Source: an optimization exercise on an open RTL-to-GDS flow (aim: a short achievable clock period and few clock cycles). Production flows keep margins and buffers that such runs may drop.
The RTL was checked by simulation tests, not by an equivalence proof against the original design.
Power figures rest on the tool's default switching activity, not on a simulated workload.

==> flow/design.v <==
module kissp_core #(
  parameter int DW      = 32,
  parameter int AW      = 12,
  parameter int BR_MODE = 0
) (
  input  logic          clk,
  input  logic          rst,
  output logic          insn_req,
  output logic [AW-1:0] insn_addr,
  input  logic          insn_ack,
  input  logic [31:0]   insn,
  output logic          data_req,
  output logic          data_w,
  output logic [AW-1:0] data_addr,
  output logic [DW-1:0] data_out,
  input  logic [DW-1:0] data_in,
  input  logic          data_ack,
  output logic [DW-1:0] reg_31,
  output logic [31:0]   instret
);
  logic unused_insn;
  assign unused_insn = ^insn[31:25];
  logic          ireq_q;
  logic [AW-1:0] pc_q;
  logic [AW-1:0] r31f_q;       
  logic          r31k_q;       
  logic          fwait_q;      
  logic [AW-1:0] bpc_q;        
  logic          bw31_q;       
  logic          dv_q;
  logic [23:0]   dir_q;
  logic          xv_q;
  logic [4:0]    xdst_q;
  logic [4:0]    ximm_q;
  logic          xop_q, xmw_q, xld_q, xwen_q, xmem_q;
  logic [DW-1:0] xa_q, xb_q, xd_q;
  logic          xfa_q, xfb_q, xfd_q;
  logic          mv_q;
  logic          mld_q, mwen_q;
  logic [4:0]    mdst_q;
  logic [DW-1:0] mres_q;
  logic          dreq_q, dw_q;
  logic [AW-1:0] daddr_q;
  logic [DW-1:0] dout_q;
  logic [31:0]   instret_q;
  logic [DW-1:0] rf_q [32];
  logic adv;      
  assign adv = !(dreq_q && !data_ack);
  logic [4:0] ds1, ds2, ddst;
  logic       dmw, drw, dop, drs;
  assign ds1  = dir_q[4:0];
  assign ds2  = dir_q[9:5];
  assign ddst = dir_q[14:10];
  assign dmw  = dir_q[20];
  assign drw  = dir_q[21];
  assign dop  = dir_q[22];
  assign drs  = dir_q[23];
  logic lu;
  assign lu = dv_q && xv_q && xld_q && xwen_q &&
              ((xdst_q == ds1) || (xdst_q == ds2) || (dmw && xdst_q == ddst));
  logic dmove;    
  assign dmove = adv && !lu;
  logic acc;      
  assign acc = ireq_q && insn_ack && dmove;
  logic          f_b, f_w31, f_imm31;
  assign f_b     = insn[24];
  assign f_w31   = insn[21] && !insn[20] && (insn[14:10] == 5'd31);
  assign f_imm31 = !insn[23] && (insn[4:0] == 5'd0) && (insn[9:5] == 5'd0);
  logic [AW-1:0] pc_inc, pc_br;
  assign pc_inc = pc_q + AW'(1);
  assign pc_br  = pc_q + r31f_q;
  logic resume;
  assign resume = fwait_q && mv_q && !xv_q && !dv_q;
  always_ff @(posedge clk) begin
    if (rst) begin
      ireq_q  <= 1'b1;
      pc_q    <= '0;
      r31f_q  <= '0;
      r31k_q  <= 1'b1;
      fwait_q <= 1'b0;
      bpc_q   <= '0;
      bw31_q  <= 1'b0;
    end else begin
      if (acc) begin
        if (f_b && !r31k_q) begin
          ireq_q  <= 1'b0;
          fwait_q <= 1'b1;
          bpc_q   <= pc_q;
          bw31_q  <= f_w31;
        end else begin
          pc_q <= f_b ? pc_br : pc_inc;
        end
        if (f_w31) begin
          r31k_q <= f_imm31;
          r31f_q <= {{(AW-5){insn[19]}}, insn[19:15]};
        end
      end else if (resume) begin
        ireq_q  <= 1'b1;
        fwait_q <= 1'b0;
        pc_q    <= bpc_q + rf_q[31][AW-1:0];
        if (!r31k_q && !bw31_q) begin
          r31k_q <= 1'b1;
          r31f_q <= rf_q[31][AW-1:0];
        end
      end
    end
  end
  always_ff @(posedge clk) begin
    if (rst) begin
      dv_q  <= 1'b0;
      dir_q <= '0;
    end else if (acc) begin
      dv_q  <= 1'b1;
      dir_q <= insn[23:0];
    end else if (dmove) begin
      dv_q  <= 1'b0;
    end
  end
  logic          wb_en;
  logic [DW-1:0] wb_data;
  assign wb_en   = mv_q && mwen_q;
  assign wb_data = mld_q ? data_in : mres_q;
  logic          ba1, ba2, bad;    
  assign ba1 = wb_en && (mdst_q == ds1);
  assign ba2 = wb_en && (mdst_q == ds2);
  assign bad = wb_en && (mdst_q == ddst);
  logic [DW-1:0] d_a, d_b, d_d;
  assign d_a = (ds1  == 5'd0) ? '0 : ba1 ? wb_data : rf_q[ds1];
  assign d_b = (ds2  == 5'd0) ? '0 : ba2 ? wb_data : rf_q[ds2];
  assign d_d = (ddst == 5'd0) ? '0 : bad ? wb_data : rf_q[ddst];
  logic xw;
  assign xw = xv_q && xwen_q;
  always_ff @(posedge clk) begin
    if (rst) begin
      xv_q   <= 1'b0;
      xdst_q <= '0;
      ximm_q <= '0;
      xop_q  <= 1'b0;
      xmw_q  <= 1'b0;
      xld_q  <= 1'b0;
      xwen_q <= 1'b0;
      xmem_q <= 1'b0;
      xa_q   <= '0;
      xb_q   <= '0;
      xd_q   <= '0;
      xfa_q  <= 1'b0;
      xfb_q  <= 1'b0;
      xfd_q  <= 1'b0;
    end else if (adv) begin
      xv_q <= dv_q && !lu;
      if (dv_q && !lu) begin
        xdst_q <= ddst;
        ximm_q <= dir_q[19:15];
        xop_q  <= dop;
        xmw_q  <= dmw;
        xld_q  <= drs && !dmw;
        xwen_q <= drw && !dmw && (ddst != 5'd0);
        xmem_q <= dmw || drs;
        xa_q   <= d_a;
        xb_q   <= d_b;
        xd_q   <= d_d;
        xfa_q  <= xw && (xdst_q == ds1);
        xfb_q  <= xw && (xdst_q == ds2);
        xfd_q  <= xw && (xdst_q == ddst);
      end
    end
  end
  logic [DW-1:0] xa, xb, xd, ximmx, xbn, cs_s, cs_c, alu;
  assign xa    = xfa_q ? mres_q : xa_q;
  assign xb    = xfb_q ? mres_q : xb_q;
  assign xd    = xfd_q ? mres_q : xd_q;
  assign ximmx = {{(DW-5){ximm_q[4]}}, ximm_q};
  assign xbn   = xop_q ? xb : ~xb;
  assign cs_s  = xa ^ xbn ^ ximmx;
  assign cs_c  = {(xa[DW-2:0] & xbn[DW-2:0]) | (xa[DW-2:0] & ximmx[DW-2:0]) |
                  (xbn[DW-2:0] & ximmx[DW-2:0]), !xop_q};
  assign alu   = cs_s + cs_c;
  always_ff @(posedge clk) begin
    if (rst) begin
      mv_q    <= 1'b0;
      mld_q   <= 1'b0;
      mwen_q  <= 1'b0;
      mdst_q  <= '0;
      mres_q  <= '0;
      dreq_q  <= 1'b0;
      dw_q    <= 1'b0;
      daddr_q <= '0;
      dout_q  <= '0;
    end else if (adv) begin
      mv_q    <= xv_q;
      mld_q   <= xld_q;
      mwen_q  <= xwen_q;
      mdst_q  <= xdst_q;
      mres_q  <= alu;
      dreq_q  <= xv_q && xmem_q;
      dw_q    <= xmw_q;
      daddr_q <= alu[AW-1:0];
      dout_q  <= xd;
    end
  end
  always_ff @(posedge clk) begin
    if (rst) begin
      instret_q <= '0;
    end else if (adv && mv_q) begin
      instret_q <= instret_q + 32'd1;
    end
  end
  always_ff @(posedge clk) begin
    if (rst) begin
      for (int i = 0; i < 32; i++) rf_q[i] <= '0;
    end else if (adv && wb_en) begin
      rf_q[mdst_q] <= wb_data;
    end
  end
  assign insn_req  = ireq_q;
  assign insn_addr = pc_q;
  assign data_req  = dreq_q;
  assign data_w    = dw_q;
  assign data_addr = daddr_q;
  assign data_out  = dout_q;
  assign reg_31    = rf_q[31];
  assign instret   = instret_q;
endmodule
==> flow/run.sh <==
#!/bin/bash
# synth_recipe.tcl (not shown) runs the flow's synth.tcl, then flattens the netlist and writes it again
# the make line also repeats each setting of config.mk as NAME=value (left out here)
make -C /OpenROAD-flow-scripts/flow DESIGN_CONFIG=/design/flow/config.mk WORK_HOME=/design/flow/orfs CLKGATE_MAP_FILE= SYNTH_SCRIPT=/design/flow/synth_recipe.tcl finish
==> flow/config.mk <==
export PLATFORM = sky130hd
export DESIGN_NAME = kissp_core
export DESIGN_NICKNAME = kissp_core
export VERILOG_FILES = /design/flow/design.v
export SDC_FILE = /design/flow/constraint.sdc
export NUM_CORES = 4
export LEC_CHECK = 0
export CAP_MARGIN = 20
export CORE_MARGIN = 2
export CORE_UTILIZATION = 40
export SLEW_MARGIN = 20
==> flow/constraint.sdc <==
create_clock -name core_clock -period 8.0 [get_ports {clk}]
set_input_delay 1.6000 -clock core_clock [delete_from_list [all_inputs] [get_ports {clk}]]
set_output_delay 1.6000 -clock core_clock [all_outputs]
set_load 0.01 [all_outputs]
==> flow_metrics.py, run 1 <==
metrics = {
    "clock_network": {
        "numCtsBuffers": 151,
        "clkSinkCount": 1325,
        "clock_path_buffers": 3,
        "clockRootBuffer": "clkbuf_16",
        "tritoncts": "built",
        "cts_hold_buf": 0,
        "postCtsSetupBuffers": 0,
        "clk_pin_slew_ps": 60,
        "clkLatencyLatePin_ps": 820,
        "cts_repair_resize_count": 0,
        "htree_num_levels": 4,
    },
    "timing": {
        "fin_crit_ps": 5260,
        "fin_hold_ws_ps": 455,
        "hold_violations": 0,
        "max_freq_mhz": 190,
        "setup_tns_ps": 0,
        "relSlewSlack_pct": 29.1,
        "maxSlewViolCount": 0,
        "setup_viol": 0,
        "min_period_over_period_pct": 65.7,
        "rsz0062_at_grt": "no",
        "tightest_slew_ps": 1060,
        "skew_ps": 25.9,
    },
    "routing": {
        "via_per_inst": 6.53,
        "routedWlPerCell_um": 33.6,
        "first_pass_iters": 6,
        "drc": 0,
        "vias": 53100,
        "drt-total-wl_um": 273000,
        "ant_nets": 0,
        "drt_iter0_drc": 7573,
    },
    "worst_hold_path": {
        "hold_class": "reg2reg",
        "hp-start": "xmw_q$_SDFFE_PP0P_",
    },
    "setup_path": {
        "r2r_start": "xfa_q$_SDFFE_PP0P_",
        "crit_type": "reg2reg",
        "cp_data_required_time_ps": 8690,
        "critPathCaptureType": "flop",
        "critical_path.max_fanout": 31,
        "cp-start-kind": "flop",
        "arrival_ps": 5950,
        "startpoint": "xfa_q$_SDFFE_PP0P_",
    },
    "run_status": {
        "status": "timing/DRC/antenna clean",
    },
    "placed_design": {
        "dp.cells": 7843,
        "hpwl_um": 165000,
        "portBuffers": 183,
        "gp_congestion": 0.926,
    },
    "synth": {
        "synth-compound-area-share_pct": 4.13,
        "synthAdderAreaFrac_pct": 1.78,
        "synth_top_family_by_area": "multiplexers",
        "synth.distinct_cells": 76,
        "yosys_warnings": 1,
        "ys_ff_latch": 1325,
        "syn_area_um2": 76100,
        "ys.flop_type": "edfxtp_1",
        "synth_edf_count": 1024,
        "synth-seq-area-share_pct": 48.4,
        "syn-mean-instance-area_um2": 13.7,
        "synth-xor-area-share_pct": 1.47,
        "syn_inst": 5565,
        "yosys.area_share.simple_pct": 9.14,
        "async_reset_ff_share_pct": 0,
        "synth_mux_area_share_pct": 31.6,
        "syn-num-nets": 5721,
    },
    "global_routing": {
        "grt_pass1_vias": 51500,
        "grt_max_degree": 105,
        "grt_pass1_wl_um": 384000,
        "gr-total-overflow": 0,
        "track_usage_pct": 28.1,
        "antenna_found_initial": 11,
    },
    "power": {
        "power.density_nw_per_um2": 216,
        "irDropWorstVdd_uv": 151,
        "totalPowerFinal_w": 0.0185,
        "p_leak_nw": 27.9,
    },
    "cells_and_area": {
        "multiInputGateArea_um2": 37200,
        "syn2layout_area_growth_pct": 12.5,
        "seq_area_um2": 36800,
        "final_cells": 8130,
        "drive_gt1_share_pct": 27.1,
        "fillers": 16600,
        "fin_nets": 5643,
    },
    "die": {
        "start_util_pct": 40.1,
        "fp-row-count": 160,
        "die_h_um": 440,
        "dieWidth_um": 440,
        "io-pin-count": 191,
        "die_area_um2": 194000,
        "core-area_um2": 190000,
    },
    "job": {
        "maxCapViolCount": 0,
    },
}
[power by group]
part / switching [W] / leakage (nW) / internal (W)
registers: 0.000409 / 13.0 / 0.00768
logic: 0.00216 / 12.5 / 0.00134
clock network: 0.00292 / 2.36 / 0.00400
[synthesized netlist by cell type (6+ instances only)]
cell type / number / share of area (%)
nor2_1: 1164 / 5.7
edfxtp_1: 1024 / 40
mux4_2: 960 / 28
nand2_1: 391 / 1.9
clkbuf_1: 383 / 1.9
dfxtp_1: 301 / 7.9
mux2i_1: 159 / 2.1
a21oi_1: 121 / 0.80
xnor2_1: 88 / 1.0
buf_2: 84 / 0.55
inv_1: 75 / 0.37
o21ai_0: 74 / 0.49
mux2_2: 71 / 1.1
a22o_1: 65 / 0.75
ha_1: 54 / 0.89
a211oi_1: 52 / 0.51
buf_1: 50 / 0.25
xor2_1: 40 / 0.46
buf_4: 36 / 0.36
a32o_1: 34 / 0.45
fa_1: 34 / 0.89
nand3_1: 33 / 0.22
o21ai_1: 32 / 0.21
a21o_1: 23 / 0.23
and3_1: 20 / 0.16
and2_1: 18 / 0.15
or3_1: 16 / 0.13
nor3_1: 15 / 0.099
a311oi_1: 12 / 0.14
nand2b_1: 10 / 0.082
nor2b_1: 10 / 0.082
nor4_1: 10 / 0.082
nand4_1: 8 / 0.066
a31oi_1: 6 / 0.049
o21bai_1: 6 / 0.059
[worst max-delay path, stage by stage, from the launching register on]
cell	delay, ps
dfxtp_2	540
buf_4	550
mux2i_1	330
fa_1	460
inv_1	70
ha_1	190
fa_1	240
a21oi_1	100
o21ai_0	740
a22oi_1	320
a31oi_1	670
o21a_1	260
a31oi_1	130
o2111a_1	270
a311o_1	260
[kinds of logic (layout without fill, tap and decap cells)]
kind of cell,Yosys count,after routing
other,0,11
flip-flops,1325,1325
AND/OR/NAND/NOR,1729,1729
multiplexers,1191,1191
AO/OA/AOI/OAI,464,464
buffers and inverters,640,683
XOR/XNOR,128,128
adder cells (fa/ha/maj),88,88
[metrics by stage]
step / setup slack (ps) / utilization [%] / area (um^2)
global route: 2510 / 45.1 / 85500
detailed placement: 2190 / 42.5 / 80600
CTS: 2900 / 45.1 / 85500
floorplan: 3720 / - / 76100
global placement: 2230 / 42.5 / 80600
finish: 2740 / 45.1 / 85500
[cell usage in the layout, fill, tap and decap left out, drive strengths merged, types with 80 or more instances in the layout]
cell type / instances
a21oi: 121
buf: 150
clkbuf: 213
clkdlybuf4s50: 182
dfxtp: 301
edfxtp: 1024
inv: 80
mux2i: 160
mux4: 960
nand2: 391
nor2: 1165
o21ai: 106
xnor2: 88
[final cells by class]
type	instances	area share, %
multi-input combinational	3600	43.5
sequential	1325	43.1
clock buffer	213	4.98
timing repair buffer	332	3.71
tap	2511	3.67
clock inverter	61	0.685
inverter	77	0.338
antenna	11	0.0322
[state kept, by name, summed over array words and instances (netlist names), 24 cells and up, named ones only]
signal     count
rf_q        1024
dout_q        32
instret_q     32
mres_q        32
xa_q          32
xb_q          32
xd_q          32
dir_q         24
[metal layers]
metal,track usage (%),vias to the layer above,wire (um)
met5,0,-,7
met3,6.35,695,29100
met2,42.6,3487,124000
met4,18.1,2,20300
li1,-,21300,-
met1,36.4,27600,100000
[path summary, 6_finish.rpt]
check             slack [ps]  depth (start not counted)                       to
setup / recovery        2740                         14  mres_q[28]$_SDFFE_PP0N_
hold / removal           460                          2       xmw_q$_SDFFE_PP0P_
setup reg to reg        2740                         14  mres_q[28]$_SDFFE_PP0N_
hold reg to reg          460                          2       xmw_q$_SDFFE_PP0P_
Testbench counts, summed over its fixed seeds: cycles 32,217.
==> inputs of run 2 (changes only) <==
--- a/flow/config.mk
+++ b/flow/config.mk
@@ -7,2 +7,3 @@
 export LEC_CHECK = 0
+export ABC_CLOCK_PERIOD_IN_PS = 2500
 export CAP_MARGIN = 20
@@ -10,2 +11,3 @@
 export CORE_UTILIZATION = 40
+export SETUP_SLACK_MARGIN = 5
 export SLEW_MARGIN = 20
==> run 2 against run 1 <==
- wire length rose by 18%
- fmax rose by 32%
- synthesized cell count stayed put
- largest cell class unchanged
- area after synthesis did not move
- critical endpoint is now mres_q[30]$_SDFFE_PP0N_
- power increased by 5.2%
- combinational power grew 19%
==> flow_metrics.py, run 2 <==
metrics = {
    "clock_network": {
        "clkLatencyLatePin_ps": 820,
        "cts_hold_buf": 0,
        "clk_pin_slew_ps": 60,
        "numCtsBuffers": 151,
        "clkSinkCount": 1325,
        "htree_num_levels": 4,
        "clock_path_buffers": 3,
        "tritoncts": "built",
        "clockRootBuffer": "clkbuf_16",
    },
    "power": {
        "seqPwrFrac_pct": 41.4,
        "swShare_pct": 30.5,
        "p_switching_w": 0.00594,
        "comb_power_share_pct": 21.5,
        "power.density_nw_per_um2": 212,
        "irDropWorstVdd_uv": 190,
        "p_clk_share_pct": 37.2,
        "p_int_w": 0.0135,
        "p_leak_nw": 31.3,
    },
    "synth": {
        "synth_common_cells": "nor2_1, edfxtp_1, mux4_2",
        "yosys_warnings": 1,
        "syn_area_um2": 76100,
        "synth_area_leaders": "edfxtp_1, mux4_2, dfxtp_1",
        "synth-seq-area-share_pct": 48.4,
        "ys_ff_latch": 1325,
        "async_reset_ff_share_pct": 0,
        "ys.flop_type": "edfxtp_1",
        "syn_inst": 5565,
        "yosys.area.top_type": "edfxtp_1",
        "syn-num-nets": 5721,
        "yosysMostFrequentCell": "nor2_1",
        "yosysTopAreaCellShare_pct": 40.4,
        "synth_edf_count": 1024,
        "syn-mean-instance-area_um2": 13.7,
        "synth.distinct_cells": 76,
    },
    "placed_design": {
        "hpwl_um": 164000,
        "placed_area_um2": 81100,
        "portBuffers": 183,
        "dp.cells": 7801,
        "gp_congestion": 0.879,
    },
    "cells_and_area": {
        "fin_nets": 5933,
        "final_area_um2": 92000,
        "final_util_pct": 48.5,
        "final_cell_mix": "nor2_1, edfxtp_1, mux4_2",
        "final_cells": 8421,
        "syn2layout_area_growth_pct": 21.0,
        "drive_gt1_share_pct": 36.9,
        "mostFrequentLayoutCell": "nor2_1",
        "largest_reg_flops": 1024,
        "fillers": 16100,
        "regMostFlops": "rf_q",
    },
    "setup_path": {
        "critPathCaptureType": "flop",
        "critical_path.max_fanout": 6,
        "crit_type": "reg2reg",
        "worst-r2r-cell-count": 15,
        "cp-start-kind": "flop",
        "slowest_delay_ps": 520,
        "r2r_start": "xfb_q$_SDFFE_PP0P_",
        "crit_family": "compound AO/OA/AOI/OAI gates",
        "arrival_ps": 4660,
        "crit_chain": "buf_12, buf_12, mux2i_4, xnor2_2, fa_1, inv_2, ha_4, a21o_1, a221o_2, a22oi_2, a31oi_4, o2111ai_4, a21oi_2, or3_1, a32o_1",
        "r2r_end": "mres_q[30]$_SDFFE_PP0N_",
        "reg2reg_slack_ps": 4030,
        "cp_data_required_time_ps": 8700,
        "critPathSlowestCell": "fa_1",
        "worst_path_most_repeated_cell": "buf_12",
        "crit_buf_inv": 3,
    },
    "timing": {
        "rsz0062_at_grt": "yes",
        "max_freq_mhz": 252,
        "skew_ps": 25.3,
        "hold_violations": 0,
        "tightest_slew_ps": 1130,
        "fin_crit_ps": 3970,
        "setup_viol": 0,
        "setup_tns_ps": 0,
        "min_period_over_period_pct": 49.6,
        "relSlewSlack_pct": 24.9,
        "maxSlewViolCount": 0,
    },
    "die": {
        "die_h_um": 440,
        "io-pin-count": 191,
        "die_area_um2": 194000,
        "core-area_um2": 190000,
        "dieWidth_um": 440,
        "start_util_pct": 40.1,
        "fp-row-count": 160,
    },
    "job": {
        "maxCapViolCount": 0,
    },
    "routing": {
        "wl_met2_um": 141000,
        "routedWlPerCell_um": 38.1,
        "ant_nets": 0,
        "via_per_inst": 6.77,
        "wl_met1_um": 109000,
        "drt-total-wl_um": 321000,
        "drt_iter0_drc": 9638,
        "drc": 0,
        "wl_met3_um": 45400,
        "first_pass_iters": 6,
        "vias": 57000,
        "highest_layer": "met5",
    },
    "global_routing": {
        "antenna_found_initial": 13,
        "track_usage_pct": 32.0,
        "grt_pass1_vias": 54400,
        "grt_max_degree": 137,
        "gr-total-overflow": 0,
        "grt_pass1_wl_um": 430000,
    },
    "worst_hold_path": {
        "hold_depth": 2,
        "hold_class": "reg2reg",
        "hold_end": "dreq_q$_SDFFE_PP0N_",
        "hp-start": "xmem_q$_SDFFE_PP0P_",
    },
    "run_status": {
        "status": "timing/DRC/antenna clean",
    },
}
==> run 2: cell counts after synthesis <==
Identical to the previous run, type by type.
==> run 2: metal layers <==
| metal | GRT usage, % | vias up |
|---|---|---|
| li1 | - | 22000 |
| met1 | 40.7 | 29100 |
| met2 | 47.9 | 4827 |
| met3 | 9.24 | 1051 |
| met4 | 21.2 | 2 |
| met5 | 0 | - |
==> run 2: how the worst max path moves through the flow <==
| stage | start | endpoint | cells after the start |
|---|---|---|---|
| final | xfb_q$_SDFFE_PP0P_ | mres_q[30]$_SDFFE_PP0N_ | 15 |
| after global routing | xfb_q$_SDFFE_PP0P_ | mres_q[31]$_SDFFE_PP0N_ | 16 |
| after CTS | xfb_q$_SDFFE_PP0P_ | mres_q[30]$_SDFFE_PP0N_ | 15 |
| after detailed placement | rst | rf_q[31][20]$_SDFFCE_PN0P_ | 6 |
| after global placement | rst | rf_q[30][20]$_SDFFCE_PN0P_ | 6 |
| after floorplan | ximm_q[4]$_SDFFE_PP0P_ | mres_q[30]$_SDFFE_PP0N_ | 12 |
==> run 2: cell type report <==
cell class / count / area [um^2] / share of cell area [%]
multi-input cells: 3656 / 40000 / 43.5
flip-flops and latches: 1325 / 37000 / 40.2
repair buffers: 563 / 6480 / 7.04
clock buffers: 201 / 4100 / 4.46
well taps: 2511 / 3140 / 3.41
clock inverters: 79 / 916 / 0.995
inverters: 77 / 314 / 0.341
repair inverters: 3 / 25.0 / 0.0272
diodes: 6 / 15.0 / 0.0163
==> run 2: repair_timing <==
action / CTS / global route
endpoints found under the setup margin: 2375 / 1072
cloned: 66 / 34
pin swaps: 60 / 56
setup buffers: 172 / 62
resized for setup: 868 / 167
==> run 2: tightest hold or removal path, cell delays in order, from the launching register on <==
cell	delay, ps
dfxtp_1	310
nand2_1	50
a21oi_1	50
==> run 2: cells by family after synthesis <==
logic type               Yosys count  share of synthesized area, %
AND/OR/NAND/NOR                 1729                          9.14
AO/OA/AOI/OAI                    464                          4.13
adder cells (fa/ha/maj)           88                          1.78
flip-flops                      1325                          48.4
XOR/XNOR                         128                          1.47
multiplexers                    1191                          31.6
buffers and inverters            640                          3.53
==> run 2: power by group through the flow <==
stage                     registers (W)  clock network, W  logic, W
after CTS                       0.00802           0.00723   0.00392
final                           0.00805           0.00723   0.00418
after global placement          0.00821                 0   0.00344
after floorplan                 0.00798                 0   0.00223
after global routing            0.00807           0.00749   0.00429
after detailed placement        0.00823                 0   0.00345
==> run 2: metrics by stage <==
stage	hold WS (ps)	worst slack, ps	total power, W
global placement	447	2750	0.0116
finish	451	4030	0.0195
CTS	453	4130	0.0192
detailed placement	449	2680	0.0117
floorplan	422	4190	0.0102
global route	471	3920	0.0198

==> what the ideal ports hide <==
No port has a modelled driver above. Below, the same layouts with a new extraction and two added sets of constraints.
Step 1 sets driving cells, clkbuf_16 on the clock port and buf_2 on the other inputs (assumed; they add their load-dependent delay and slew).
Step 2 adds t to the input delays and takes it off the output delays; t is the mean of the earliest and latest rising clock arrival at the registers after step 1. Input paths then give back, and output paths get back, about the clock's delay inside the block.
Three values: ideal ports, drivers, drivers and shift; two values: the first two.
run | t (ns) | slack for setup (ns) | slew at the worst register clock pin (ns)
run 1 | 0.897 | 2.744 / 2.744 / 2.164 | 0.07 / 0.07
run 2 | 0.889 | 4.031 / 4.031 / 4.031 | 0.07 / 0.07
After both steps every run listed still meets setup and hold. The setup slack of run 1, which loses most, moves by 0.000 ns with the drivers and by -0.580 ns with both steps.
